From an optimization exercise on the open Yosys and OpenROAD flow, aimed at small area, a short achievable clock period and few clock cycles; shortcuts taken in it are not production practice.
Only simulation tests tie the RTL to the original design; equivalence was not proved.
No activity file was given, so power comes from the tool's default toggle rates.

$ cat run.sh
#!/bin/bash
# synth_recipe.tcl (not shown) runs the flow's synth.tcl, then flattens the netlist and writes it again
# the make line also repeats each setting of config.mk as NAME=value (left out here)
make -C /OpenROAD-flow-scripts/flow DESIGN_CONFIG=/design/flow/config.mk WORK_HOME=/design/flow/orfs CLKGATE_MAP_FILE= SYNTH_SCRIPT=/design/flow/synth_recipe.tcl finish
$ cat design.v
`default_nettype none
package rv_pkg;
  localparam int XLEN = 32;
  typedef logic [XLEN-1:0] word_t;
  typedef logic [4:0]      reg_addr_t;
  localparam logic [6:0] OPC_OP     = 7'b0110011;
  localparam logic [6:0] OPC_OP_IMM = 7'b0010011;
  localparam logic [6:0] OPC_LOAD   = 7'b0000011;
  localparam logic [6:0] OPC_STORE  = 7'b0100011;
  localparam logic [6:0] OPC_BRANCH = 7'b1100011;
  localparam logic [6:0] OPC_LUI    = 7'b0110111;
endpackage
`default_nettype wire
`timescale 1ns/10ps
`default_nettype none
module rv_alu (
  input  rv_pkg::word_t a,
  input  rv_pkg::word_t p,
  input  rv_pkg::word_t g,
  input  logic          cin,
  input  logic [4:0]    shamt,
  input  logic [2:0]    f3,
  input  logic          alt,      
  output rv_pkg::word_t sum,      
  output rv_pkg::word_t y,
  output logic          eq,       
  output logic          lt_s,
  output logic          lt_u
);
  logic [31:0] gg [0:5];
  logic [31:0] pp [0:5];
  logic [32:0] carry;
  logic        left;
  logic [31:0] sh_in;
  logic [31:0] sh_out;
  logic [31:0] sh_rev;
  logic        fill;
  always_comb
  begin
    gg[0] = g;
    pp[0] = p;
    gg[0][0] = g[0] | (p[0] & cin);
    for (int l = 0; l < 5; l++)
    begin
      for (int i = 0; i < 32; i++)
      begin
        if (i >= (1 << l))
        begin
          gg[l+1][i] = gg[l][i] | (pp[l][i] & gg[l][i - (1 << l)]);
          pp[l+1][i] = pp[l][i] & pp[l][i - (1 << l)];
        end
        else
        begin
          gg[l+1][i] = gg[l][i];
          pp[l+1][i] = pp[l][i];
        end
      end
    end
  end
  assign carry = {gg[5], cin};
  assign sum   = p ^ carry[31:0];
  assign eq   = &p;
  assign lt_u = ~carry[32];
  assign lt_s = p[31] ? sum[31] : a[31];
  assign left = ~f3[2];
  assign fill = alt & a[31];
  always_comb
  begin
    for (int i = 0; i < 32; i++)
      sh_in[i] = left ? a[31-i] : a[i];
  end
  assign sh_out = $unsigned($signed({fill, sh_in}) >>> shamt);
  always_comb
  begin
    for (int i = 0; i < 32; i++)
      sh_rev[i] = sh_out[31-i];
  end
  always_comb
  begin
    case (f3)
      3'b000:  y = sum;
      3'b001:  y = sh_rev;
      3'b010:  y = {31'b0, lt_s};
      3'b011:  y = {31'b0, lt_u};
      3'b100:  y = p;           
      3'b101:  y = sh_out;
      3'b110:  y = p | g;       
      default: y = g;           
    endcase
  end
endmodule
`default_nettype wire
`timescale 1ns/10ps
`default_nettype none
module rv_regfile (
  input  logic              clk,
  input  rv_pkg::reg_addr_t rs1,
  input  rv_pkg::reg_addr_t rs2,
  output rv_pkg::word_t     rs1_data,
  output rv_pkg::word_t     rs2_data,
  input  logic              wr_en,
  input  rv_pkg::reg_addr_t wr_addr,
  input  rv_pkg::word_t     wr_data
);
  rv_pkg::word_t regs [1:31];
  always_ff @(posedge clk)
  begin
    if (wr_en && (wr_addr != '0))
      regs[wr_addr] <= wr_data;
  end
  always_comb
  begin
    rs1_data = '0;
    rs2_data = '0;
    for (int i = 1; i < 32; i++)
    begin
      rs1_data = rs1_data | ({32{rs1 == 5'(i)}} & regs[i]);
      rs2_data = rs2_data | ({32{rs2 == 5'(i)}} & regs[i]);
    end
  end
endmodule
`default_nettype wire
`timescale 1ns/10ps
`default_nettype none
module rv_core (
  input  logic          clk,
  input  logic          arst_n,
  output rv_pkg::word_t imem_addr,
  input  rv_pkg::word_t imem_data,
  output rv_pkg::word_t dmem_addr,
  output rv_pkg::word_t dmem_wdata,
  output logic          dmem_wr_en,
  output logic          dmem_rd_en,
  input  rv_pkg::word_t dmem_rdata,
  output logic          halt
);
  logic [7:0]        pc;           
  rv_pkg::word_t     instr;
  logic [6:0]        opcode;
  logic [2:0]        funct3;
  rv_pkg::reg_addr_t rs1;
  rv_pkg::reg_addr_t rs2;
  rv_pkg::reg_addr_t rd;
  logic              is_op;
  logic              is_op_imm;
  logic              is_load;
  logic              is_store;
  logic              is_branch;
  logic              is_lui;
  logic              is_sub;
  logic              zero_word;
  logic              writes_rd;
  logic              uses_rs1;
  logic              uses_rs2;
  rv_pkg::word_t     imm;
  logic [7:0]        br_off;
  logic [7:0]        pc_inc;
  logic [7:0]        pc_tgt;
  logic              guess;
  logic              predict;
  rv_pkg::word_t     rf_a;
  rv_pkg::word_t     rf_b;
  rv_pkg::word_t     val_a;
  rv_pkg::word_t     val_b;
  rv_pkg::word_t     op_a;
  rv_pkg::word_t     sel_b;
  rv_pkg::word_t     op_b;
  logic              is_cmp;
  logic              inv_b;
  logic              stall;        
  logic              stop;         
  logic              go;           
  logic              x_valid;
  logic              x_we;         
  rv_pkg::reg_addr_t x_rd;
  logic              x_load;
  logic              x_store;
  logic              x_branch;
  logic [2:0]        x_f3;
  logic              x_alt;
  logic              x_cin;
  logic              x_pred;
  logic [7:0]        x_alt_pc;     
  rv_pkg::word_t     x_a;          
  rv_pkg::word_t     x_p;          
  rv_pkg::word_t     x_g;          
  logic [4:0]        x_shamt;
  rv_pkg::word_t     x_sd;         
  rv_pkg::word_t     sum;
  rv_pkg::word_t     x_y;
  logic              eq;
  logic              lt_s;
  logic              lt_u;
  logic              taken;
  logic              mispredict;
  logic              m_valid;
  logic              m_we;
  rv_pkg::reg_addr_t m_rd;
  logic              m_load;
  logic              m_store;
  rv_pkg::word_t     m_res;        
  rv_pkg::word_t     m_sd;
  rv_pkg::word_t     wb_data;
  logic              halt_next;    
  assign instr  = imem_data;
  assign opcode = instr[6:0];
  assign funct3 = instr[14:12];
  assign rs1    = instr[19:15];
  assign rs2    = instr[24:20];
  assign rd     = instr[11:7];
  assign is_op     = (opcode == rv_pkg::OPC_OP);
  assign is_op_imm = (opcode == rv_pkg::OPC_OP_IMM);
  assign is_load   = (opcode == rv_pkg::OPC_LOAD);
  assign is_store  = (opcode == rv_pkg::OPC_STORE);
  assign is_branch = (opcode == rv_pkg::OPC_BRANCH);
  assign is_lui    = (opcode == rv_pkg::OPC_LUI);
  assign zero_word = (instr == '0);
  assign is_sub    = is_op & instr[30] & (funct3 == 3'b000);
  assign writes_rd = is_op | is_op_imm | is_load | is_lui;
  assign uses_rs1  = is_op | is_op_imm | is_load | is_store | is_branch;
  assign uses_rs2  = is_op | is_store | is_branch;
  always_comb
  begin
    if (is_lui)
      imm = {instr[31:12], 12'b0};
    else if (is_store)
      imm = {{20{instr[31]}}, instr[31:25], instr[11:7]};
    else
      imm = {{20{instr[31]}}, instr[31:20]};
  end
  assign br_off  = {instr[29:25], instr[11:9]};
  assign pc_inc  = pc + 8'd1;
  assign pc_tgt  = pc + br_off;
  always_comb
  begin
    if (rs1 == rs2)
      guess = (funct3 == 3'b000) | (funct3[2] & funct3[0]);
    else if (funct3[2] & funct3[1] & (rs1 == '0))
      guess = ~funct3[0];
    else
      guess = instr[31] | funct3[0];
  end
  assign predict = is_branch & guess;
  rv_regfile i_regfile (
    .clk,
    .rs1,
    .rs2,
    .rs1_data (rf_a),
    .rs2_data (rf_b),
    .wr_en    (m_we),
    .wr_addr  (m_rd),
    .wr_data  (wb_data)
  );
  always_comb
  begin
    if (x_we && (x_rd == rs1))
      val_a = x_y;
    else if (m_we && (m_rd == rs1))
      val_a = wb_data;
    else
      val_a = rf_a;
    if (x_we && (x_rd == rs2))
      val_b = x_y;
    else if (m_we && (m_rd == rs2))
      val_b = wb_data;
    else
      val_b = rf_b;
  end
  assign is_cmp = (is_op | is_op_imm) & (funct3[2:1] == 2'b01);
  assign inv_b  = is_sub | is_cmp | is_branch;
  assign op_a   = is_lui ? '0 : val_a;
  assign sel_b  = (is_op | is_branch) ? val_b : imm;
  assign op_b   = inv_b ? ~sel_b : sel_b;
  assign stall = x_valid && x_load && (x_rd != '0) &&
                 ((uses_rs1 && (rs1 == x_rd)) || (uses_rs2 && (rs2 == x_rd)));
  assign stop  = !halt && !halt_next && !mispredict && zero_word;
  assign go    = !halt && !halt_next && !mispredict && !zero_word && !stall;
  always_ff @(posedge clk or negedge arst_n)
  begin
    if (!arst_n)
    begin
      pc        <= '0;
      x_valid   <= 1'b0;
      x_we      <= 1'b0;
      m_valid   <= 1'b0;
      m_we      <= 1'b0;
      halt_next <= 1'b0;
      halt      <= 1'b0;
    end
    else
    begin
      x_valid <= go;
      x_we    <= go && writes_rd && !is_load && (rd != '0);
      m_valid <= x_valid;
      m_we    <= x_valid && (x_we || (x_load && (x_rd != '0)));
      if (stop)
      begin
        if (x_valid && (x_load || x_store))
          halt_next <= 1'b1;
        else
          halt <= 1'b1;
      end
      if (halt_next)
        halt <= 1'b1;
      if (mispredict)
        pc <= x_alt_pc;
      else if (go)
        pc <= predict ? pc_tgt : pc_inc;
    end
  end
  always_ff @(posedge clk)
  begin
    x_rd     <= rd;
    x_load   <= is_load;
    x_store  <= is_store;
    x_branch <= is_branch;
    x_f3     <= (is_lui | is_load | is_store) ? 3'b000 : funct3;
    x_alt    <= instr[30] & (is_op | (is_op_imm & (funct3 == 3'b101)));
    x_pred   <= predict;
    x_alt_pc <= predict ? pc_inc : pc_tgt;
    x_cin    <= inv_b;
    x_a      <= val_a;
    x_p      <= op_a ^ op_b;
    x_g      <= op_a & op_b;
    x_shamt  <= sel_b[4:0];
    x_sd     <= val_b;
  end
  rv_alu i_alu (
    .a     (x_a),
    .p     (x_p),
    .g     (x_g),
    .cin   (x_cin),
    .shamt (x_shamt),
    .f3    (x_f3),
    .alt   (x_alt),
    .sum,
    .y     (x_y),
    .eq,
    .lt_s,
    .lt_u
  );
  always_comb
  begin
    case (x_f3)
      3'b000:  taken = eq;
      3'b001:  taken = !eq;
      3'b100:  taken = lt_s;
      3'b101:  taken = !lt_s;
      3'b110:  taken = lt_u;
      3'b111:  taken = !lt_u;
      default: taken = 1'b0;
    endcase
  end
  assign mispredict = x_valid && x_branch && (taken != x_pred);
  always_ff @(posedge clk)
  begin
    m_rd    <= x_rd;
    m_load  <= x_load;
    m_store <= x_store;
    m_res   <= x_y;
    m_sd    <= x_sd;
  end
  assign wb_data = m_load ? dmem_rdata : m_res;
  assign imem_addr  = {22'b0, pc, 2'b00};
  assign dmem_addr  = m_res;
  assign dmem_wdata = m_sd;
  assign dmem_rd_en = m_valid && m_load;
  assign dmem_wr_en = m_valid && m_store;
endmodule
`default_nettype wire
$ cat config.mk
export PLATFORM = sky130hd
export DESIGN_NAME = rv_core
export DESIGN_NICKNAME = rv_core
export VERILOG_FILES = /design/flow/design.v
export SDC_FILE = /design/flow/constraint.sdc
export NUM_CORES = 4
export LEC_CHECK = 0
export ABC_AREA = 1
export CAP_MARGIN = 20
export CORE_MARGIN = 2
export CORE_UTILIZATION = 40
export SETUP_SLACK_MARGIN = 4.5
export SLEW_MARGIN = 20
export TNS_END_PERCENT = 0
$ cat constraint.sdc
create_clock -name core_clock -period 8.0 [get_ports {clk}]
set_input_delay 1.6000 -clock core_clock [delete_from_list [all_inputs] [get_ports {clk}]]
set_output_delay 1.6000 -clock core_clock [all_outputs]
set_load 0.01 [all_outputs]
==> flow_metrics.env, run 1 <==
export IMPL_syn_area_mm2=0.0600
export IMPL_skew_ns=0.0409
export IMPL_top_layer="met5"
export IMPL_yosysTopAreaCell="edfxtp_1"
export IMPL_syn_inst=6542
export IMPL_grt_setup_unrepaired="yes"
export IMPL_final_common_cell="nand2_1"
export IMPL_finalCritPeriodShare_pct=48.2
export IMPL_fin_crit_ns=3.86
export IMPL_place_area_mm2=0.0643
export IMPL_area_growth_syn_to_layout_pct=21.3
export IMPL_yosysSeqAreaShare_pct=57.8
export IMPL_grt_pass1_wl_um=460000
export IMPL_total_power_mw=16.6
export IMPL_ir_drop_mv=0.194
export IMPL_dp_slack_ns=2.10
export IMPL_clk_path_buf_depth=3
export IMPL_required_ns=8.69
export IMPL_ys_warn_count=5
export IMPL_routed_via_count=59975
export IMPL_synth_edf_count=992
export IMPL_clock_latency_ns=0.83
export IMPL_async_flop_share_pct=1.14
export IMPL_grt_max_degree=54
export IMPL_hold_ws_ns=0.323
export IMPL_cp_data_arrival_time_ns=4.55
export IMPL_path_cells="buf_6 -> inv_1 -> nand2_2 -> nor2_2 -> nand2_1 -> buf_12 -> inv_1 -> buf_4 -> nand2_1 -> o2111ai_1 -> nor3_1 -> nand4_1 -> o211ai_1 -> buf_4 -> a21oi_1 -> ha_1"
export IMPL_status="complete, no violations"
export IMPL_cp_max_fo=21
export IMPL_ys_types=66
export IMPL_final_util_pct=48.7
export IMPL_hold_violations=0
export IMPL_rows=142
export IMPL_setup_worst_path_start_class="input pin"
export IMPL_drtIter0Drc=11923
export IMPL_synth_seq_cells=1232
export IMPL_slew_limit_headroom_pct=18.0
export IMPL_route_met2_wl_um=140000
export IMPL_cts_tree="done"
export IMPL_end_kind="flip-flop"
export IMPL_synthFlopType="edfxtp_1"
export IMPL_yosysTopAreaCellShare_pct=49.7
export IMPL_hold_path_class="flip-flop to flip-flop"
export IMPL_drc=0
export IMPL_dr_pass1_iters=13
export IMPL_path_class="input pin to flip-flop"
export IMPL_track_usage_pct=44.7
export IMPL_ys_top_cells_by_area="edfxtp_1, nand2_1, dfxtp_1, inv_1, nand3_1"
export IMPL_die_h_um=391
export IMPL_place_inst=8612
export IMPL_worst_pin_slew_ns=1.22
export IMPL_start_util_pct=40.1
export IMPL_cpMaxStageDelayCell="buf_4"
export IMPL_path_buf_inv=6
export IMPL_path_clk_slew_ns=0.06
export IMPL_avgSynthCellArea_um2=9.17
export IMPL_powerDensity_mw_per_mm2=228
export IMPL_p_leak_nw=29.1
export IMPL_drive_gt1_share_pct=13.0
export IMPL_numPortBuffers=140
export IMPL_core_area_mm2=0.149
export IMPL_wl_per_cell_um=39.0
export IMPL_met3WireLength_um=56000
export IMPL_maxCapViolations=0
export IMPL_wl_met1_um=118000
export IMPL_die_w_um=391
export IMPL_nets=7010
export IMPL_design_area_mm2=0.0727
export IMPL_layout_common_cells="nand2_1, edfxtp_1, inv_1, nand3_1, nor2_1"
export IMPL_finalNonFillerCells=9077
export IMPL_cts_buffers=140
export IMPL_critical_path_top_delay_family="buffers and inverters"
export IMPL_io_pins=165
export IMPL_cts_root_buf="clkbuf_16"
export IMPL_finalWorstSetupSlack_ns=4.14
export IMPL_die_area_mm2=0.153
export IMPL_antenna_found_initial=37
export IMPL_cts_max_level=4
export IMPL_slew_violations=0
export IMPL_setup_viol=0
export IMPL_max_clock_freq_mhz=259
export IMPL_antenna_left=0
export IMPL_dp_hpwl_um=215000
export IMPL_totalWireLength_um=354000
export IMPL_grt_pass1_vias=53352
export IMPL_grt_ovfl_total=0
export IMPL_gp_congestion=1.06
export IMPL_fin_setup_tns_ns=0
export IMPL_clock_sinks=1232
export IMPL_vias_per_cell=6.61
export IMPL_cpPeakStageDelay_ns=0.37
## cell type report
type                       count  area [µm²]
clock inverter                75         776
timing repair inverter         4        33.8
multi-input combinational   4107       21600
inverter                     927        3760
timing repair buffer         489        5350
tap                         2016        2520
fill                       13919       76700
antenna                       47         118
clock buffer                 180        3910
sequential                  1232       34700
## flip-flops by register name, summed over array words and instances (netlist names), 3 cells and up
| name | count |
|---|---|
| i_regfile.regs | 992 |
| m_res | 32 |
| m_sd | 32 |
| x_a | 32 |
| x_g | 32 |
| x_p | 32 |
| x_sd | 32 |
| pc | 8 |
| x_alt_pc | 8 |
| m_rd | 5 |
| x_rd | 5 |
| x_shamt | 5 |
| x_f3 | 3 |
## repair_timing
item / 4_1_cts / 5_1_grt
cloned: 6 / 6
pin swaps: 18 / 33
hold buffers: 0 / 0
hold endpoints to repair: 0 / 0
setup endpoints to repair: 194 / 223
gates resized for setup: 299 / 273
buffers inserted: 77 / 74
## report_power, final
part	internal [mW]	switching [mW]
Sequential	7.35	0.231
Combinational	0.595	1.72
Clock	3.83	2.87
## worst register-to-register path, cell delays in order (launching register included)
cell	delay [ns]
dfxtp_1	0.29
buf_4	0.25
inv_2	0.16
buf_8	0.25
nand2_1	0.17
nand3_1	0.13
nand3_1	0.13
nand3_1	0.13
nand3_1	0.12
nand3_1	0.28
nand3_1	0.21
nand3_1	0.15
o21ai_0	0.24
inv_2	0.25
nand2_1	0.13
a21oi_1	0.32
ha_1	0.29
## worst paths after layout
check | from | end | slack (ns) | depth (start not counted)
max in group asynchronous | arst_n | pc[3] | 6.39 | 1
min reg2reg | x_sd[28] | m_sd[28] | 0.32 | 0
min in group asynchronous | arst_n | m_we | 1.19 | 1
max | imem_data[17] | x_p[28] | 4.14 | 16
max reg2reg | x_f3[2] | x_p[13] | 4.40 | 16
min | x_sd[28] | m_sd[28] | 0.32 | 0
## synth_stat cells, types with 41 or more instances
master     count
nand2_1     1643
edfxtp_1     992
inv_1        879
nand3_1      548
nor2_1       396
o22ai_1      320
dfxtp_1      226
o21ai_0      225
a21oi_1      160
nand4_1      135
clkbuf_1     126
buf_2        113
a211oi_1      86
o2111ai_1     68
a221oi_1      59
a22oi_1       44
ha_1          42
nor3_1        41
## routing by layer
metal	track usage [%]	up-vias
li1	-	23373
met2	61.9	6049
met4	37.0	38
met1	51.8	28520
met5	1.02	-
met3	21.6	1995
## cells by family after synthesis
logic type	count (synthesis)	share of synthesized area, %
xor gates and xnor gates	25	0.365
DFF	1232	57.8
and+or+nand+nor	2932	21.2
other	1	0.00625
buffers and inverters	1226	8.10
adders and majority gates	43	0.909
AOI/OAI and AO/OA	1073	11.5
muxes	10	0.186
Testbench counts, summed over its fixed seeds: cycles 43,510.
==> run 2, diff against run 1 <==
--- a/design.v
+++ b/design.v
@@ -167,11 +167,14 @@
   rv_pkg::word_t     op_b;
   logic              is_cmp;
   logic              inv_b;
-  logic              stall;        
   logic              stop;         
   logic              go;           
   logic              x_valid;
   logic              x_we;         
+  logic              x_fa;         
+  logic              x_fb;         
+  logic              x_fsd;        
+  logic              x_inv;        
   rv_pkg::reg_addr_t x_rd;
   logic              x_load;
   logic              x_store;
@@ -182,10 +185,13 @@
   logic              x_pred;
   logic [7:0]        x_alt_pc;     
   rv_pkg::word_t     x_a;          
-  rv_pkg::word_t     x_p;          
-  rv_pkg::word_t     x_g;          
-  logic [4:0]        x_shamt;
+  rv_pkg::word_t     x_b;          
   rv_pkg::word_t     x_sd;         
+  rv_pkg::word_t     fa;
+  rv_pkg::word_t     fb;
+  rv_pkg::word_t     fsd;
+  rv_pkg::word_t     fp;
+  rv_pkg::word_t     fg;
   rv_pkg::word_t     sum;
   rv_pkg::word_t     x_y;
   logic              eq;
@@ -251,30 +257,15 @@
     .wr_addr  (m_rd),
     .wr_data  (wb_data)
   );
-  always_comb
-  begin
-    if (x_we && (x_rd == rs1))
-      val_a = x_y;
-    else if (m_we && (m_rd == rs1))
-      val_a = wb_data;
-    else
-      val_a = rf_a;
-    if (x_we && (x_rd == rs2))
-      val_b = x_y;
-    else if (m_we && (m_rd == rs2))
-      val_b = wb_data;
-    else
-      val_b = rf_b;
-  end
+  assign val_a = (m_we && (m_rd == rs1)) ? wb_data : rf_a;
+  assign val_b = (m_we && (m_rd == rs2)) ? wb_data : rf_b;
   assign is_cmp = (is_op | is_op_imm) & (funct3[2:1] == 2'b01);
   assign inv_b  = is_sub | is_cmp | is_branch;
   assign op_a   = is_lui ? '0 : val_a;
   assign sel_b  = (is_op | is_branch) ? val_b : imm;
   assign op_b   = inv_b ? ~sel_b : sel_b;
-  assign stall = x_valid && x_load && (x_rd != '0) &&
-                 ((uses_rs1 && (rs1 == x_rd)) || (uses_rs2 && (rs2 == x_rd)));
   assign stop  = !halt && !halt_next && !mispredict && zero_word;
-  assign go    = !halt && !halt_next && !mispredict && !zero_word && !stall;
+  assign go    = !halt && !halt_next && !mispredict && !zero_word;
   always_ff @(posedge clk or negedge arst_n)
   begin
     if (!arst_n)
@@ -290,9 +281,9 @@
     else
     begin
       x_valid <= go;
-      x_we    <= go && writes_rd && !is_load && (rd != '0);
+      x_we    <= go && writes_rd && (rd != '0);
       m_valid <= x_valid;
-      m_we    <= x_valid && (x_we || (x_load && (x_rd != '0)));
+      m_we    <= x_we;
       if (stop)
       begin
         if (x_valid && (x_load || x_store))
@@ -319,18 +310,25 @@
     x_pred   <= predict;
     x_alt_pc <= predict ? pc_inc : pc_tgt;
     x_cin    <= inv_b;
-    x_a      <= val_a;
-    x_p      <= op_a ^ op_b;
-    x_g      <= op_a & op_b;
-    x_shamt  <= sel_b[4:0];
+    x_inv    <= inv_b;
+    x_a      <= op_a;
+    x_b      <= op_b;
     x_sd     <= val_b;
-  end
+    x_fa     <= x_we && (x_rd == rs1) && uses_rs1;
+    x_fb     <= x_we && (x_rd == rs2) && (is_op || is_branch);
+    x_fsd    <= x_we && (x_rd == rs2) && is_store;
+  end
+  assign fa  = x_fa ? wb_data : x_a;
+  assign fb  = x_fb ? (wb_data ^ {32{x_inv}}) : x_b;
+  assign fsd = x_fsd ? wb_data : x_sd;
+  assign fp  = fa ^ fb;
+  assign fg  = fa & fb;
   rv_alu i_alu (
-    .a     (x_a),
-    .p     (x_p),
-    .g     (x_g),
+    .a     (fa),
+    .p     (fp),
+    .g     (fg),
     .cin   (x_cin),
-    .shamt (x_shamt),
+    .shamt (fb[4:0]),
     .f3    (x_f3),
     .alt   (x_alt),
     .sum,
@@ -358,7 +356,7 @@
     m_load  <= x_load;
     m_store <= x_store;
     m_res   <= x_y;
-    m_sd    <= x_sd;
+    m_sd    <= fsd;
   end
   assign wb_data = m_load ? dmem_rdata : m_res;
   assign imem_addr  = {22'b0, pc, 2'b00};
==> flow_metrics.env, run 2 <==
export IMPL_status="complete, no violations"
export IMPL_path_cells="clkdlybuf4s15_1 -> buf_12 -> clkinvlp_4 -> buf_4 -> nand2_2 -> buf_8 -> o22ai_1 -> nor2_1 -> nand2_1 -> nor2_1 -> nand4_1 -> nand2_1 -> inv_1 -> nand2_1 -> o21ai_0 -> nand2_1 -> nand2_1"
export IMPL_rows=142
export IMPL_cts_root_buf="clkbuf_16"
export IMPL_ff2ff_setup_slack_ns=4.17
export IMPL_slew_limit_headroom_pct=18.9
export IMPL_drc=0
export IMPL_io_pins=165
export IMPL_ys_types=67
export IMPL_start_util_pct=40.2
export IMPL_ys_top_cells_by_count="nand2_1, edfxtp_1, inv_1"
export IMPL_setup_worst_path_start_class="input pin"
export IMPL_syn_inst=6622
export IMPL_yosysTopAreaCell="edfxtp_1"
export IMPL_dr_pass1_iters=15
export IMPL_hold_path_class="flip-flop to flip-flop"
export IMPL_drive_gt1_share_pct=16.4
export IMPL_antenna_left=0
export IMPL_startpoint="imem_data[24]"
export IMPL_cp_max_fo=18
export IMPL_fin_setup_tns_ns=0
export IMPL_vias_per_cell=6.73
export IMPL_die_h_um=392
export IMPL_numPortBuffers=140
export IMPL_totalWireLength_um=361000
export IMPL_regMostFlops="i_regfile.regs"
export IMPL_path_buf_inv=6
export IMPL_clk_path_buf_depth=3
export IMPL_ir_drop_mv=0.249
export IMPL_path_clk_slew_ns=0.07
export IMPL_r2r_end="pc[2]"
export IMPL_synth_seq_cells=1198
export IMPL_die_w_um=392
export IMPL_dp_hpwl_um=207000
export IMPL_skew_ns=0.0387
export IMPL_ys_top_cells_by_area="edfxtp_1, nand2_1, dfxtp_1, inv_1, nand3_1"
export IMPL_clock_sinks=1198
export IMPL_grt_max_degree=55
export IMPL_final_util_pct=49.5
export IMPL_area_growth_syn_to_layout_pct=23.0
export IMPL_final_common_cell="nand2_1"
export IMPL_nets=7175
export IMPL_finalWorstSetupSlack_ns=3.88
export IMPL_async_flop_share_pct=1.17
export IMPL_grt_setup_unrepaired="yes"
export IMPL_worst_pin_slew_ns=1.22
export IMPL_required_ns=8.72
export IMPL_dp_slack_ns=1.85
export IMPL_grt_pass1_wl_um=472000
export IMPL_cpMaxStageDelayCell="nand4_1"
export IMPL_routed_via_count=62064
export IMPL_synth_edf_count=992
export IMPL_core_area_mm2=0.149
export IMPL_fin_crit_ns=4.12
export IMPL_drtIter0Drc=12616
export IMPL_die_area_mm2=0.153
export IMPL_endpoint="x_b[9]"
export IMPL_total_power_mw=16.8
export IMPL_critical_path_top_delay_family="simple AND/OR/NAND/NOR gates"
export IMPL_track_usage_pct=46.0
export IMPL_ys_warn_count=5
export IMPL_design_area_mm2=0.0739
export IMPL_cts_max_level=4
export IMPL_gp_congestion=1.05
export IMPL_place_area_mm2=0.0647
export IMPL_cp_data_arrival_time_ns=4.84
export IMPL_path_class="input pin to flip-flop"
export IMPL_slew_violations=0
export IMPL_yosysSeqAreaShare_pct=56.6
export IMPL_antenna_found_initial=48
export IMPL_grt_pass1_vias=55318
export IMPL_yosysTopAreaCellShare_pct=49.6
export IMPL_max_clock_freq_mhz=243
export IMPL_critical_path_depth=17
export IMPL_avgSynthCellArea_um2=9.07
export IMPL_wl_per_cell_um=39.1
export IMPL_yosysMostFrequentCell="nand2_1"
export IMPL_layout_common_cells="nand2_1, edfxtp_1, inv_1, nand3_1, buf_4"
export IMPL_end_kind="flip-flop"
export IMPL_cts_tree="done"
export IMPL_cts_buffers=135
export IMPL_hold_violations=0
export IMPL_synthFlopType="edfxtp_1"
export IMPL_powerDensity_mw_per_mm2=227
export IMPL_setup_viol=0
export IMPL_largest_register_ffs=992
export IMPL_finalCritPeriodShare_pct=51.5
export IMPL_r2r_start="x_fb"
export IMPL_cpMostUsedCell="nand2_1"
export IMPL_clock_latency_ns=0.82
export IMPL_grt_ovfl_total=0
export IMPL_maxCapViolations=0
export IMPL_cpPeakStageDelay_ns=0.62
export IMPL_rr_worst_depth=26
export IMPL_syn_area_mm2=0.0601
export IMPL_p_leak_nw=29.7
## run 2: metrics by stage
stage	hold slack (ns)	std cells
finish	0.349	9218
global route	0.373	9168
CTS	0.346	9145
detailed placement	0.336	8670
floorplan	0.326	6645
global placement	0.335	8668
## run 2: area by class of cell
type,count,area (µm²)
diodes,62,155
fillers,13850,75500
repair inverters,7,56.3
inverters,909,3660
multi-input cells,4257,24000
repair buffers,526,4970
clock inverters,60,744
clock buffers,183,3770
well taps,2016,2520
flip-flops and latches,1198,34000
## run 2: layer usage
layer / vias up / wire length [µm] / track usage, %
met5: - / 1120 / 5.26
met2: 6767 / 138000 / 62.4
met1: 29147 / 115000 / 51.3
li1: 23788 / - / -
met3: 2324 / 64400 / 26.1
met4: 38 / 41800 / 38.9
## run 2: where the power goes
group	internal, mW	switching [mW]	leakage, nW
Sequential	7.12	0.103	10.8
Clock	3.79	2.74	2.19
Combinational	0.870	2.15	16.7
Total	11.8	5.00	29.7
## run 2: worst min-delay path by stage
stage / start / cells past startpoint / end
floorplan: x_load / 0 / m_load
global placement: x_store / 0 / m_store
detailed placement: x_store / 0 / m_store
CTS: x_load / 0 / m_load
global route: x_load / 0 / m_load
finish: x_load / 0 / m_load
## run 2: logic make-up after synthesis
group | Yosys count | share of synthesized area, %
other | 1 | 0.00624
multiplexers | 1 | 0.0167
AO/OA/AOI/OAI | 1133 | 12.1
AND/OR/NAND/NOR | 2960 | 21.1
adder cells (fa/ha/maj) | 75 | 1.60
buffers and inverters | 1227 | 8.21
XOR/XNOR | 27 | 0.394
flip-flops | 1198 | 56.6
## run 2: worst register-to-register path, stage by stage, from the launching register on
cell	delay, ns
dfxtp_1	0.36
buf_8	0.31
clkinvlp_4	0.33
buf_4	0.28
nand2_1	0.18
o21ai_2	0.07
buf_6	0.15
buf_12	0.16
ha_2	0.22
a21oi_2	0.13
nand2_2	0.09
nand2_1	0.09
nand2_2	0.08
nand2_2	0.10
nand2_4	0.09
nand2_2	0.08
nand2_2	0.07
nand2_4	0.12
nand2_4	0.07
nand2_4	0.10
nand3_4	0.12
nand2_8	0.12
nand3_4	0.12
nand2_1	0.10
nand2_1	0.05
nand2_1	0.07
nand2_1	0.05
## run 2: what timing repair did
item	4_1_cts	5_1_grt
gates cloned	50	0
pin swaps	166	8
hold buffers	0	0
setup buffers	182	11
resized for setup	656	16
endpoints found under the setup margin	177	201
Testbench counts of run 2, summed over its fixed seeds: cycles 40,889.
==> run 3, diff against run 2 <==
--- a/design.v
+++ b/design.v
@@ -103,19 +103,30 @@
   input  rv_pkg::word_t     wr_data
 );
   rv_pkg::word_t regs [1:31];
+  logic [31:1]   we;
+  logic          byp1;
+  logic          byp2;
+  always_comb
+  begin
+    for (int i = 1; i < 32; i++)
+      we[i] = wr_en && (wr_addr == 5'(i));
+  end
   always_ff @(posedge clk)
   begin
-    if (wr_en && (wr_addr != '0))
-      regs[wr_addr] <= wr_data;
+    for (int i = 1; i < 32; i++)
+      if (we[i])
+        regs[i] <= wr_data;
   end
+  assign byp1 = wr_en && (wr_addr != '0) && (wr_addr == rs1);
+  assign byp2 = wr_en && (wr_addr != '0) && (wr_addr == rs2);
   always_comb
   begin
-    rs1_data = '0;
-    rs2_data = '0;
+    rs1_data = {32{byp1}} & wr_data;
+    rs2_data = {32{byp2}} & wr_data;
     for (int i = 1; i < 32; i++)
     begin
-      rs1_data = rs1_data | ({32{rs1 == 5'(i)}} & regs[i]);
-      rs2_data = rs2_data | ({32{rs2 == 5'(i)}} & regs[i]);
+      rs1_data = rs1_data | ({32{(rs1 == 5'(i)) && !we[i]}} & regs[i]);
+      rs2_data = rs2_data | ({32{(rs2 == 5'(i)) && !we[i]}} & regs[i]);
     end
   end
 endmodule
@@ -257,8 +268,8 @@
     .wr_addr  (m_rd),
     .wr_data  (wb_data)
   );
-  assign val_a = (m_we && (m_rd == rs1)) ? wb_data : rf_a;
-  assign val_b = (m_we && (m_rd == rs2)) ? wb_data : rf_b;
+  assign val_a = rf_a;
+  assign val_b = rf_b;
   assign is_cmp = (is_op | is_op_imm) & (funct3[2:1] == 2'b01);
   assign inv_b  = is_sub | is_cmp | is_branch;
   assign op_a   = is_lui ? '0 : val_a;
==> flow_metrics.env, run 3 <==
export IMPL_async_flop_share_pct=1.17
export IMPL_die_w_um=394
export IMPL_fin_crit_ns=4.00
export IMPL_end_kind="flip-flop"
export IMPL_cp_max_fo=17
export IMPL_fin_setup_tns_ns=0
export IMPL_ys_warn_count=6
export IMPL_yosysMostFrequentCell="nand2_1"
export IMPL_yosysTopAreaCell="edfxtp_1"
export IMPL_antenna_left=0
export IMPL_area_growth_syn_to_layout_pct=23.1
export IMPL_yosysTopAreaCellShare_pct=49.0
export IMPL_r2r_start="m_we"
export IMPL_setup_viol=0
export IMPL_slew_limit_headroom_pct=18.1
export IMPL_io_pins=165
export IMPL_synth_seq_cells=1198
export IMPL_worst_pin_slew_ns=1.23
export IMPL_grt_pass1_vias=55810
export IMPL_finalCritPeriodShare_pct=50.0
export IMPL_totalWireLength_um=372000
export IMPL_ir_drop_mv=0.181
export IMPL_largest_register_ffs=992
export IMPL_dp_hpwl_um=219000
export IMPL_rr_worst_depth=15
export IMPL_die_h_um=394
export IMPL_grt_ovfl_total=0
export IMPL_cts_buffers=121
export IMPL_ys_types=69
export IMPL_status="complete, no violations"
export IMPL_drive_gt1_share_pct=17.5
export IMPL_antenna_found_initial=44
export IMPL_nFillCells=14170
export IMPL_clock_sinks=1198
export IMPL_wl_per_cell_um=39.5
export IMPL_synthFlopType="edfxtp_1"
export IMPL_nets=7370
export IMPL_cts_max_level=3
export IMPL_hold_end="m_load"
export IMPL_total_power_mw=16.7
export IMPL_grt_pass1_wl_um=483000
export IMPL_maxCapViolations=0
export IMPL_core_area_mm2=0.151
export IMPL_p_int_mw=11.7
export IMPL_synth_edf_count=992
export IMPL_switchingPower_mw=4.99
export IMPL_regMostFlops="i_regfile.regs"
export IMPL_numPortBuffers=140
export IMPL_hold_violations=0
export IMPL_cp_data_arrival_time_ns=4.70
export IMPL_cpPeakStageDelay_ns=0.50
export IMPL_ys_top_cells_by_count="nand2_1, edfxtp_1, inv_1"
export IMPL_dr_pass1_iters=12
export IMPL_grt_max_degree=61
export IMPL_ys_top_cells_by_area="edfxtp_1, nand2_1, dfxtp_1, inv_1, nand3_1"
export IMPL_path_class="input pin to flip-flop"
export IMPL_min_path_cells=0
export IMPL_min_from="x_load"
export IMPL_vias_per_cell=6.59
export IMPL_drtIter0Drc=12190
export IMPL_layout_common_cells="nand2_1, edfxtp_1, inv_1, nand3_1, nor2_1"
export IMPL_pwr_share_comb_pct=19.3
export IMPL_max_clock_freq_mhz=250
export IMPL_drc=0
export IMPL_required_ns=8.70
export IMPL_yosysSeqAreaShare_pct=55.9
export IMPL_clock_latency_ns=0.81
export IMPL_clk_path_buf_depth=3
export IMPL_path_clk_slew_ns=0.06
export IMPL_ff2ff_setup_slack_ns=4.11
export IMPL_routed_via_count=62156
export IMPL_die_area_mm2=0.155
export IMPL_p_leak_nw=30.5
export IMPL_cts_root_buf="clkbuf_16"
export IMPL_seqPwrFrac_pct=43.5
export IMPL_r2r_end="x_a[31]"
export IMPL_path_cells="dlygate4sd2_1 -> buf_4 -> nor3_1 -> nand2_2 -> inv_1 -> nand2_1 -> nand4_1 -> a2111oi_1 -> nand3_1 -> nand2_1 -> inv_1"
export IMPL_power_clock_fraction_pct=37.3
export IMPL_grt_setup_unrepaired="yes"
export IMPL_setup_worst_path_start_class="input pin"
export IMPL_track_usage_pct=46.0
export IMPL_cts_tree="done"
export IMPL_slew_violations=0
export IMPL_skew_ns=0.0565
export IMPL_syn_area_mm2=0.0608
export IMPL_powerDensity_mw_per_mm2=223
export IMPL_rows=143
export IMPL_final_common_cell="nand2_1"
export IMPL_start_util_pct=40.2
export IMPL_avgSynthCellArea_um2=8.95
export IMPL_cpMaxStageDelayCell="dlygate4sd2_1"
export IMPL_syn_inst=6794
export IMPL_gp_congestion=1.03
export IMPL_hold_path_class="flip-flop to flip-flop"
export IMPL_swShare_pct=29.9
-- run 3: cell families (layout without fill, tap and decap cells) --
| family | after synthesis | in the layout | synth area share, % |
|---|---|---|---|
| DFF | 1198 | 1198 | 55.9 |
| adders and majority gates | 75 | 75 | 1.58 |
| buffers and inverters | 1290 | 1781 | 8.78 |
| other | 1 | 87 | 0.00617 |
| xor gates and xnor gates | 34 | 34 | 0.490 |
| and+or+nand+nor | 3154 | 3175 | 22.3 |
| AOI/OAI and AO/OA | 1042 | 1046 | 11.0 |
-- run 3: stage by stage --
stage	util (%)	instances	setup slack, ns	cell area, µm²	hold WS [ns]
after floorplan	-	6817	3.66	61100	0.326
after global placement	42.9	8871	1.78	64900	0.333
after detailed placement	42.9	8871	1.86	64900	0.337
after CTS	48.7	9317	4.26	73800	0.345
after global routing	49.3	9377	4.09	74700	0.358
final	49.4	9426	4.00	74800	0.346
-- run 3: area by class of cell --
type	count	area [µm²]	share of cell area [%]
multi-input combinational	4354	24200	32.4
timing repair buffer	561	5530	7.40
tap	2030	2540	3.39
inverter	988	4100	5.48
timing repair inverter	5	45.0	0.0602
sequential	1198	34000	45.4
clock buffer	148	3250	4.34
antenna	63	158	0.211
clock inverter	79	985	1.32
-- run 3: routing by layer --
metal	global-route usage, %	vias up	share of wire (%)
li1	-	24098	-
met1	51.5	29323	32
met2	63.8	6537	40
met3	24.8	2148	17
met4	38.3	50	11
met5	2.86	-	0.25
-- run 3: worst max-delay path by stage --
stage | end | slack [ns] | start | cells past startpoint
after floorplan | pc[0] | 3.66 | dmem_rdata[0] | 26
after global placement | pc[7] | 1.78 | dmem_rdata[0] | 25
after detailed placement | pc[6] | 1.86 | dmem_rdata[0] | 25
after global routing | x_b[10] | 4.09 | imem_data[24] | 16
final | x_a[3] | 4.00 | imem_data[19] | 11
after CTS | x_b[22] | 4.26 | imem_data[24] | 16
-- run 3: repair_timing --
action	4_1_cts	5_1_grt
gates cloned	43	1
hold buffers	0	0
setup endpoints to repair	160	158
gates resized for setup	700	151
buffers inserted	176	45
hold endpoints to repair	0	0
pin swaps	168	122
-- run 3: power by group through the flow --
stage                     Clock [mW]  Combinational, mW  Sequential [mW]
after floorplan                    0               1.18             7.32
after global placement             0               2.24             7.37
after detailed placement           0               2.24             7.37
after CTS                       6.16               2.93             7.24
after global routing            6.38               3.26             7.25
final                           6.22               3.22             7.26
-- run 3: critical path: cells and delay by family --
family / cells / cell delay (ns)
buffers and inverters: 4 / 1.39
AO/OA/AOI/OAI: 1 / 0.47
AND/OR/NAND/NOR: 6 / 1.22
Testbench counts of run 3, summed over its fixed seeds: cycles 40,889.
==> run 4, diff against run 3 <==
--- a/config.mk
+++ b/config.mk
@@ -9,6 +9,8 @@
 export CAP_MARGIN = 20
 export CORE_MARGIN = 2
 export CORE_UTILIZATION = 40
+export CTS_CLUSTER_DIAMETER = 80
+export CTS_CLUSTER_SIZE = 22
 export SETUP_SLACK_MARGIN = 4.5
 export SLEW_MARGIN = 20
 export TNS_END_PERCENT = 0
==> flow_metrics.env, run 4 <==
export IMPL_slew_limit_headroom_pct=18.0
export IMPL_slew_violations=0
export IMPL_start_util_pct=40.2
export IMPL_powerDensity_mw_per_mm2=203
export IMPL_grt_ovfl_total=0
export IMPL_final_common_cell="nand2_1"
export IMPL_dr_pass1_iters=11
export IMPL_core_area_mm2=0.151
export IMPL_hold_end="m_load"
export IMPL_finalWorstSetupSlack_ns=3.87
export IMPL_required_ns=8.64
export IMPL_grt_setup_unrepaired="yes"
export IMPL_setup_viol=0
export IMPL_cts_root_buf="clkbuf_16"
export IMPL_totalWireLength_um=370000
export IMPL_ys_top_cells_by_area="edfxtp_1, nand2_1, dfxtp_1, inv_1, nand3_1"
export IMPL_cts_max_level=3
export IMPL_die_area_mm2=0.155
export IMPL_nFillCells=14407
export IMPL_yosysTopAreaCellShare_pct=49.0
export IMPL_gp_congestion=1.03
export IMPL_vias_per_cell=6.62
export IMPL_synth_edf_count=992
export IMPL_syn_area_mm2=0.0608
export IMPL_layout_common_cells="nand2_1, edfxtp_1, inv_1, nand3_1, nor2_1"
export IMPL_async_flop_share_pct=1.17
export IMPL_finalCritPeriodShare_pct=51.6
export IMPL_max_clock_freq_mhz=242
export IMPL_path_clk_slew_ns=0.09
export IMPL_critical_path_top_delay_family="simple AND/OR/NAND/NOR gates"
export IMPL_cts_tree="done"
export IMPL_fin_setup_tns_ns=0
export IMPL_worst_pin_slew_ns=1.23
export IMPL_rr_worst_depth=12
export IMPL_maxCapViolations=0
export IMPL_fin_crit_ns=4.13
export IMPL_synth_seq_cells=1198
export IMPL_avgSynthCellArea_um2=8.95
export IMPL_ys_warn_count=6
export IMPL_wl_per_cell_um=39.9
export IMPL_area_growth_syn_to_layout_pct=18.8
export IMPL_cpPeakStageDelay_ns=0.52
export IMPL_ys_top_cells_by_count="nand2_1, edfxtp_1, inv_1"
export IMPL_dp_hpwl_um=219000
export IMPL_hold_violations=0
export IMPL_die_h_um=394
export IMPL_cpMostUsedCell="nand2_1"
export IMPL_ys_types=69
export IMPL_end_kind="flip-flop"
export IMPL_syn_inst=6794
export IMPL_grt_pass1_vias=55432
export IMPL_largest_register_ffs=992
export IMPL_clk_path_buf_depth=3
export IMPL_regMostFlops="i_regfile.regs"
export IMPL_grt_pass1_wl_um=482000
export IMPL_ir_drop_mv=0.168
export IMPL_ff2ff_setup_slack_ns=4.08
export IMPL_yosysSeqAreaShare_pct=55.9
export IMPL_yosysMostFrequentCell="nand2_1"
export IMPL_path_class="input pin to flip-flop"
export IMPL_routed_via_count=61396
export IMPL_status="complete, no violations"
export IMPL_p_leak_nw=29.3
export IMPL_io_pins=165
export IMPL_r2r_start="m_we"
export IMPL_path_cells="dlygate4sd2_1 -> inv_1 -> nor2_2 -> nand2_1 -> nor2_1 -> nand2_4 -> inv_4 -> nand2_1 -> o21ai_0 -> a21oi_1 -> o2111ai_1 -> nor2_1 -> nand2_1 -> nand2_1 -> nand3_1 -> nand2_1"
export IMPL_drive_gt1_share_pct=15.6
export IMPL_grt_max_degree=61
export IMPL_dp_slack_ns=1.86
export IMPL_die_w_um=394
export IMPL_drtIter0Drc=12495
export IMPL_clock_latency_ns=0.74
export IMPL_min_path_cells=0
export IMPL_track_usage_pct=46.0
export IMPL_r2r_end="x_a[10]"
export IMPL_nets=7282
export IMPL_antenna_found_initial=49
export IMPL_antenna_left=0
export IMPL_min_from="x_load"
export IMPL_synthFlopType="edfxtp_1"
export IMPL_cp_max_fo=12
export IMPL_hold_path_class="flip-flop to flip-flop"
export IMPL_path_buf_inv=3
export IMPL_cts_buffers=73
export IMPL_rows=143
export IMPL_drc=0
export IMPL_cp_data_arrival_time_ns=4.76
export IMPL_cpMaxStageDelayCell="inv_4"
export IMPL_numPortBuffers=140
export IMPL_yosysTopAreaCell="edfxtp_1"
export IMPL_skew_ns=0.0434
export IMPL_clock_sinks=1198
export IMPL_setup_worst_path_start_class="input pin"
==> run 4: cell counts after synthesis <==
No cell type changed its count.
==> run 4: layout make-up <==
type | instances | area, µm² | share of cell area (%)
flip-flops and latches | 1198 | 34000 | 47.1
multi-input cells | 4353 | 23900 | 33.2
repair buffers | 523 | 5150 | 7.13
inverters | 988 | 4070 | 5.64
well taps | 2030 | 2540 | 3.52
clock buffers | 105 | 2040 | 2.83
clock inverters | 26 | 340 | 0.471
diodes | 45 | 113 | 0.156
repair inverters | 4 | 28.8 | 0.0398
==> run 4: through the flow <==
| stage | cell area (µm²) | utilization [%] | std cells | hold WS (ns) | total power [mW] |
|---|---|---|---|---|---|
| after floorplan | 61100 | - | 6817 | 0.326 | 8.49 |
| after global placement | 64900 | 42.9 | 8871 | 0.333 | 9.61 |
| after detailed placement | 64900 | 42.9 | 8871 | 0.337 | 9.61 |
| after CTS | 72000 | 47.6 | 9227 | 0.349 | 14.4 |
| after global routing | 72200 | 47.7 | 9243 | 0.364 | 14.9 |
| final | 72200 | 47.7 | 9272 | 0.355 | 14.7 |
==> run 4: how the worst max path moves through the flow <==
stage | startpoint | end | slack, ns | cells past startpoint
after floorplan | dmem_rdata[0] | pc[0] | 3.66 | 26
after global placement | dmem_rdata[0] | pc[7] | 1.78 | 25
after detailed placement | dmem_rdata[0] | pc[6] | 1.86 | 25
after CTS | dmem_rdata[2] | pc[6] | 4.23 | 22
after global routing | dmem_rdata[5] | pc[6] | 3.95 | 26
final | imem_data[23] | x_b[25] | 3.87 | 16
==> run 4: cells by family (layout without fill, tap and decap cells) <==
kind of cell,Yosys count,in the layout,share of synthesized area (%)
xor gates and xnor gates,34,34,0.490
and+or+nand+nor,3154,3174,22.3
DFF,1198,1198,55.9
buffers and inverters,1290,1646,8.78
other,1,69,0.00617
adders and majority gates,75,75,1.58
AOI/OAI and AO/OA,1042,1046,11.0
==> run 4: per-layer routing <==
metal  track usage, %  share of wire [%]
met4             38.3                 11
met1             51.7                 32
met2             63.3                 39
met3             24.6                 18
met5             5.79               0.44
==> run 4: timing repair <==
item / in CTS / in global routing
setup endpoints to repair: 155 / 155
cloned: 41 / 0
resized for setup: 719 / 18
hold buffers: 0 / 0
pin swaps: 167 / 2
setup buffers: 184 / 0
==> run 4: report_power, final <==
| group | total, mW | internal [mW] | leakage [nW] | switching [mW] |
|---|---|---|---|---|
| Sequential | 7.24 | 7.10 | 10.8 | 0.141 |
| Combinational | 3.15 | 0.987 | 17.4 | 2.16 |
| Clock | 4.29 | 1.90 | 1.14 | 2.40 |
| Total | 14.7 | 9.99 | 29.3 | 4.70 |

## static timing again, ports no longer ideal
No port has a modelled driver above. Below, the same layouts with a new extraction and two added sets of constraints.
Step 1, drivers: a clkbuf_16 drives clk and a buf_2 each remaining input, both assumed.
Step 2, shift: input delay + t, output delay - t, t = (earliest + latest rising clock arrival at the registers) / 2. This alone moves slack from input paths to output paths.
a / b / c = ideal ports / drivers / drivers and shift; a / b = the first two.
run	t, ns	slack for setup (ns)	hold WS [ns]	worst setup path at the end	latest minus earliest clock arrival (ns)
run 1	0.891	4.143 / 4.185 / 3.294	0.323 / 0.323 / 0.323	input to register	0.042 / 0.043
run 2	0.893	3.880 / 3.936 / 3.044	0.349 / 0.349 / 0.349	input to register	0.054 / 0.053
run 3	0.867	3.997 / 4.051 / 3.183	0.346 / 0.346 / 0.346	input to register	0.056 / 0.057
run 4	0.804	3.873 / 3.931 / 3.127	0.355 / 0.355 / 0.355	input to register	0.044 / 0.044
After both steps setup and hold are still met in every run listed. For run 1, which loses most, drivers alone change the setup slack by +0.042 ns; drivers and shift together by -0.849 ns.
